What follows belongs to an exercise in optimizing a design on an open flow for small area; a production flow would make more cautious choices. Only simulation tests tie the RTL to the original design; equivalence was not proved. No activity file was given, so power comes from the tool's default toggle rates. The clock port is modelled as an ideal driver; clocking choices that lean on that would not hold on a real chip.

==> sierra <==
// flanger_top
module flanger_top (
  input  logic                 clk,
  input  logic                 n_rst,
  input  logic                 flanger_en,
  input  logic                 in_req,
  input  logic                 out_ack,
  input  flanger_pkg::sample_t in_data,
  output logic                 in_ack,
  output logic                 out_req,
  output flanger_pkg::sample_t out_data
);
==> module sweep_addr_gen, before the edit <==
module sweep_addr_gen (
  input  logic               clk,
  input  logic               n_rst,
  input  logic               stall,
  output logic [3-1:0]  dig,
  output logic               slot_end,
  output logic               at_tap,
  output logic               tap_reg,
  output logic               at_swap,
  output logic               no_wet
);
  localparam int STEP_W = $clog2(8);
  localparam logic [6-1:0] TAP_LO = 6'(40 - 40);
  localparam logic [6-1:0] TAP_HI = 6'(40 - 4);
  logic [6-1:0] pos;
  logic [6-1:0] tap;
  logic [STEP_W-1:0] step_cnt;
  logic              dir_up;
  logic              first;
  assign slot_end = (dig == 3'(8 - 1));
  assign tap_reg  = (tap == TAP_LO);
  assign at_tap   = (pos == tap);
  assign at_swap  = (pos == 6'(1));
  assign no_wet   = first;
  always_ff @(posedge clk, negedge n_rst) begin
    if (!n_rst) begin
      dig <= '0;
      pos <= '0;
    end else begin
      dig <= dig + 1'b1;
      if (slot_end && !stall) begin
        pos <= (pos == 6'((40 - 1) - 1)) ? '0 : pos + 1'b1;
      end
    end
  end
  always_ff @(posedge clk, negedge n_rst) begin
    if (!n_rst) begin
      step_cnt <= '0;
      tap      <= TAP_HI;
      dir_up   <= 1'b1;
      first    <= 1'b1;
    end else if (stall) begin
      step_cnt <= step_cnt + 1'b1;
      if (step_cnt == STEP_W'(4 - 1)) begin
        first <= 1'b0;
      end
      if (step_cnt == STEP_W'(8 - 1)) begin
        if (dir_up) begin
          tap <= tap - 1'b1;
          if (tap - 1'b1 == TAP_LO) begin
            dir_up <= 1'b0;
          end
        end else begin
          tap <= tap + 1'b1;
          if (tap + 1'b1 == TAP_HI) begin
            dir_up <= 1'b1;
          end
        end
      end
    end
  end
endmodule
==> module flanger_mixer, before the edit <==
module flanger_mixer (
  input  logic                 clk,
  input  logic                 rd_en,
  input  logic                 fin,
  input  logic                 swap,
  input  logic                 wet_reg,
  input  logic [3-1:0]    dig,
  input  logic                 flanger_en,
  input  logic                 no_wet,
  input  logic [4-1:0]    dry,
  input  logic [4-1:0]    ring_digit,
  output flanger_pkg::sample_t mix_out
);
  logic [4-1:0] fr [0:8-1];
  logic [4-1:0] wet;
  logic [4-1:0] b;
  logic [4-1:0] res;
  logic [4-1:0] fr_in;
  logic              first_dig;
  logic              last_dig;
  logic              shift;
  logic              cy_r;
  logic              cy_l;
  logic              h_r;
  logic              h_l;
  assign wet = wet_reg ? fr[8-1] : ring_digit;
  assign b = flanger_en ? (no_wet ? '0 : wet) : dry;
  assign first_dig = (dig == '0);
  assign last_dig  = (dig == 3'(8 - 1));
  logic c0_r, s0_r, c1_r, s1_r, x_r;
  logic c0_l, s0_l, c1_l, s1_l, x_l;
  always_comb begin
    {c0_r, s0_r} = dry[0] + b[0] + (cy_r & !first_dig);
    {c1_r, s1_r} = dry[1] + b[1] + c0_r;
    {c0_l, s0_l} = dry[2] + b[2] + (cy_l & !first_dig);
    {c1_l, s1_l} = dry[3] + b[3] + c0_l;
    x_r = dry[1] ^ b[1] ^ c1_r;
    x_l = dry[3] ^ b[3] ^ c1_l;
  end
  assign res   = fin ? {cy_l, h_l, cy_r, h_r} : {s0_l, h_l, s0_r, h_r};
  assign fr_in = swap ? ring_digit : res;
  assign shift = swap || fin || (rd_en && (wet_reg || !first_dig));
  always_ff @(posedge clk) begin
    cy_r <= last_dig ? x_r : c1_r;
    cy_l <= last_dig ? x_l : c1_l;
    if (rd_en) begin
      h_r <= s1_r;
      h_l <= s1_l;
    end
    if (shift) begin
      fr[0] <= fr_in;
      for (int i = 1; i < 8; i++) begin
        fr[i] <= fr[i-1];
      end
    end
  end
  always_comb begin
    for (int k = 0; k < 8; k++) begin
      mix_out.right[2*k]   = fr[8-1-k][0];
      mix_out.right[2*k+1] = fr[8-1-k][1];
      mix_out.left[2*k]    = fr[8-1-k][2];
      mix_out.left[2*k+1]  = fr[8-1-k][3];
    end
  end
endmodule
export LEC_CHECK = 0
export CAP_MARGIN = 20
export CORE_MARGIN = 2
export CORE_UTILIZATION = 40
export PLACE_DENSITY = 0.6
export SLEW_MARGIN = 20
create_clock -name core_clock -period 6.0 [get_ports {clk}]
standard.sh (not shown) runs the stock make flow with config.mk's settings and CLKGATE_MAP_FILE= SYNTH_SCRIPT=/design/flow/synth_recipe.tcl, a recipe that flattens the netlist after the stock synthesis.
==> flow/flow/run.sh <==
#!/bin/bash
# Standard layout (standard.sh, unchanged synthesis) with two changes:
# a clock tree of fewer, larger leaf clusters without dummy loads, and the
# smallest buffer on each port.
set -e
export CTS_ARGS="-sink_clustering_enable -repair_clock_nets -sink_clustering_size 20 -sink_clustering_max_diameter 50 -buf_list sky130_fd_sc_hd__clkbuf_8 -root_buf sky130_fd_sc_hd__clkbuf_16 -sink_buffer_max_cap_derate 1.0 -dont_use_dummy_load"
export BUFFER_PORTS_ARGS="-buffer_cell sky130_fd_sc_hd__buf_1"
bash standard.sh > standard.log 2>&1
==> harbor: changes against sierra <==
--- a/flow/design.v
+++ b/flow/design.v
@@ -100,52 +100,55 @@
   output logic               no_wet
 );
   localparam int STEP_W = $clog2(8);
-  localparam logic [6-1:0] TAP_LO = 6'(40 - 40);
-  localparam logic [6-1:0] TAP_HI = 6'(40 - 4);
-  logic [6-1:0] pos;
-  logic [6-1:0] tap;
+  localparam logic [5:0] L0  = 6'b000101;
+  localparam logic [5:0] L1  = 6'b001011;
+  localparam logic [5:0] L36 = 6'b000000;    
+  localparam logic [5:0] L38 = 6'b000011;    
+  function automatic logic [5:0] step(input logic [5:0] x);
+    step = {x[4:0], ~(x[5] ^ x[4])};
+  endfunction
+  function automatic logic [5:0] unstep(input logic [5:0] x);
+    unstep = {~(x[0] ^ x[5]), x[5:1]};
+  endfunction
+  logic [5:0]        pos;
+  logic [5:0]        tap;
   logic [STEP_W-1:0] step_cnt;
-  logic              dir_up;
-  logic              first;
+  logic              dir_dn;
+  logic              at_end;
+  logic              turn_dn;
+  logic              started;
   assign slot_end = (dig == 3'(8 - 1));
-  assign tap_reg  = (tap == TAP_LO);
+  assign tap_reg  = (tap == L0);
   assign at_tap   = (pos == tap);
-  assign at_swap  = (pos == 6'(1));
-  assign no_wet   = first;
+  assign at_swap  = (pos == L1);
+  assign no_wet   = !started;
   always_ff @(posedge clk, negedge n_rst) begin
     if (!n_rst) begin
       dig <= '0;
-      pos <= '0;
+      pos <= L36;
     end else begin
       dig <= dig + 1'b1;
       if (slot_end && !stall) begin
-        pos <= (pos == 6'((40 - 1) - 1)) ? '0 : pos + 1'b1;
+        pos <= (pos == L38) ? L0 : step(pos);
       end
     end
   end
+  assign at_end  = dir_dn ? (tap == L36) : tap_reg;
+  assign turn_dn = dir_dn ^ at_end;
   always_ff @(posedge clk, negedge n_rst) begin
     if (!n_rst) begin
       step_cnt <= '0;
-      tap      <= TAP_HI;
-      dir_up   <= 1'b1;
-      first    <= 1'b1;
+      tap      <= L36;
+      dir_dn   <= 1'b0;
+      started  <= 1'b0;
     end else if (stall) begin
       step_cnt <= step_cnt + 1'b1;
       if (step_cnt == STEP_W'(4 - 1)) begin
-        first <= 1'b0;
+        started <= 1'b1;
       end
       if (step_cnt == STEP_W'(8 - 1)) begin
-        if (dir_up) begin
-          tap <= tap - 1'b1;
-          if (tap - 1'b1 == TAP_LO) begin
-            dir_up <= 1'b0;
-          end
-        end else begin
-          tap <= tap + 1'b1;
-          if (tap + 1'b1 == TAP_HI) begin
-            dir_up <= 1'b1;
-          end
-        end
+        tap    <= turn_dn ? step(tap) : unstep(tap);
+        dir_dn <= turn_dn;
       end
     end
   end
@@ -213,10 +216,8 @@
   always_ff @(posedge clk) begin
     cy_r <= last_dig ? x_r : c1_r;
     cy_l <= last_dig ? x_l : c1_l;
-    if (rd_en) begin
-      h_r <= s1_r;
-      h_l <= s1_l;
-    end
+    h_r  <= s1_r;
+    h_l  <= s1_l;
     if (shift) begin
       fr[0] <= fr_in;
       for (int i = 1; i < 8; i++) begin
==> flow/flow/run.sh (replaced) <==
#!/bin/bash
# Standard layout (standard.sh, unchanged synthesis) with three changes:
# the combinational logic re-mapped for area after floorplanning
# (restructure.tcl), a clock tree of fewer, larger leaf clusters driven by
# buf_12 (about the drive of clkbuf_16 at less area) without dummy loads,
# and the smallest buffer on each port. ORFS writes each step's log under
# orfs/logs; make's own output goes to standard.log.
set -e
export POST_FLOORPLAN_TCL="$PWD/flow/restructure.tcl"
export CTS_ARGS="-sink_clustering_enable -repair_clock_nets -sink_clustering_size 34 -sink_clustering_max_diameter 100 -buf_list sky130_fd_sc_hd__buf_12 -root_buf sky130_fd_sc_hd__buf_12 -sink_buffer_max_cap_derate 1.0 -dont_use_dummy_load"
export BUFFER_PORTS_ARGS="-buffer_cell sky130_fd_sc_hd__buf_1"
bash standard.sh > standard.log 2>&1
==> flow/flow/restructure.tcl (new file) <==
# Run after floorplanning: re-map the combinational logic for area with
# OpenROAD's restructure (ABC). Registers and their names are left alone.
set lib $::env(PLATFORM_DIR)/lib/sky130_fd_sc_hd__tt_025C_1v80.lib
set rmp_dir $::env(RESULTS_DIR)/rmp
file mkdir $rmp_dir
restructure -target area -liberty_file $lib \
  -tielo_port sky130_fd_sc_hd__conb_1/LO -tiehi_port sky130_fd_sc_hd__conb_1/HI \
  -work_dir $rmp_dir
report_design_area
==> run notes <==
Critical Path Start=u_addr.pos[3]$_DFFE_PN0P_; Clk. pwr=3.43 mW; CP required=6.43 ns; number of non-clock inverters=38; worst setup path end=u_addr.tap[4]$_DFFE_PN0P_; Comb power frac=0.017; layout clock buffer count=between 40 and 50; run status=complete, no violations; Non-clock buffer share=0.00925; RePlAce Congestion=0.773
Source of the figures above: harbor

==> run notes <==
number of non-clock inverters=18; CP required=between 4 and 5 ns; Clk. pwr=~3.8 mW; most common cell after layout, fill and taps aside=dfxtp_1; layout clock buffer count=90; Non-clock buffer share=0.00899; DRC=0; Async SR Flop Fraction=0.0176; Critical Path Start=u_ctrl.state[2]$_DFFE_PN0P_; worst setup path end=in_ack; run status=complete, no violations
Source of the figures above: sierra

==> separate check: timing with driven ports <==
Ports are ideal in the flow. The routed layouts listed here were re-timed in OpenROAD. Step 1 assumes that a clkbuf_16 drives the clock port and a buf_2 every other input. Step 2 also shifts input and output timing later by t, the mid clock arrival at the registers, as if the neighbouring blocks saw the same clock. Three values: ideal, step 1, step 2; two values: the first two.
run	shift t [ns]	slack for setup (ns)	slew at the worst register clock pin (ns)
sierra	0.627	2.821 / 2.765 / 2.523	0.11 / 0.11
harbor	0.581	2.115 / 2.115 / 2.115	0.12 / 0.12
After both steps setup and hold are still met in every run listed. The setup slack of sierra, which loses most, moves by -0.056 ns with the drivers and by -0.298 ns with both steps.
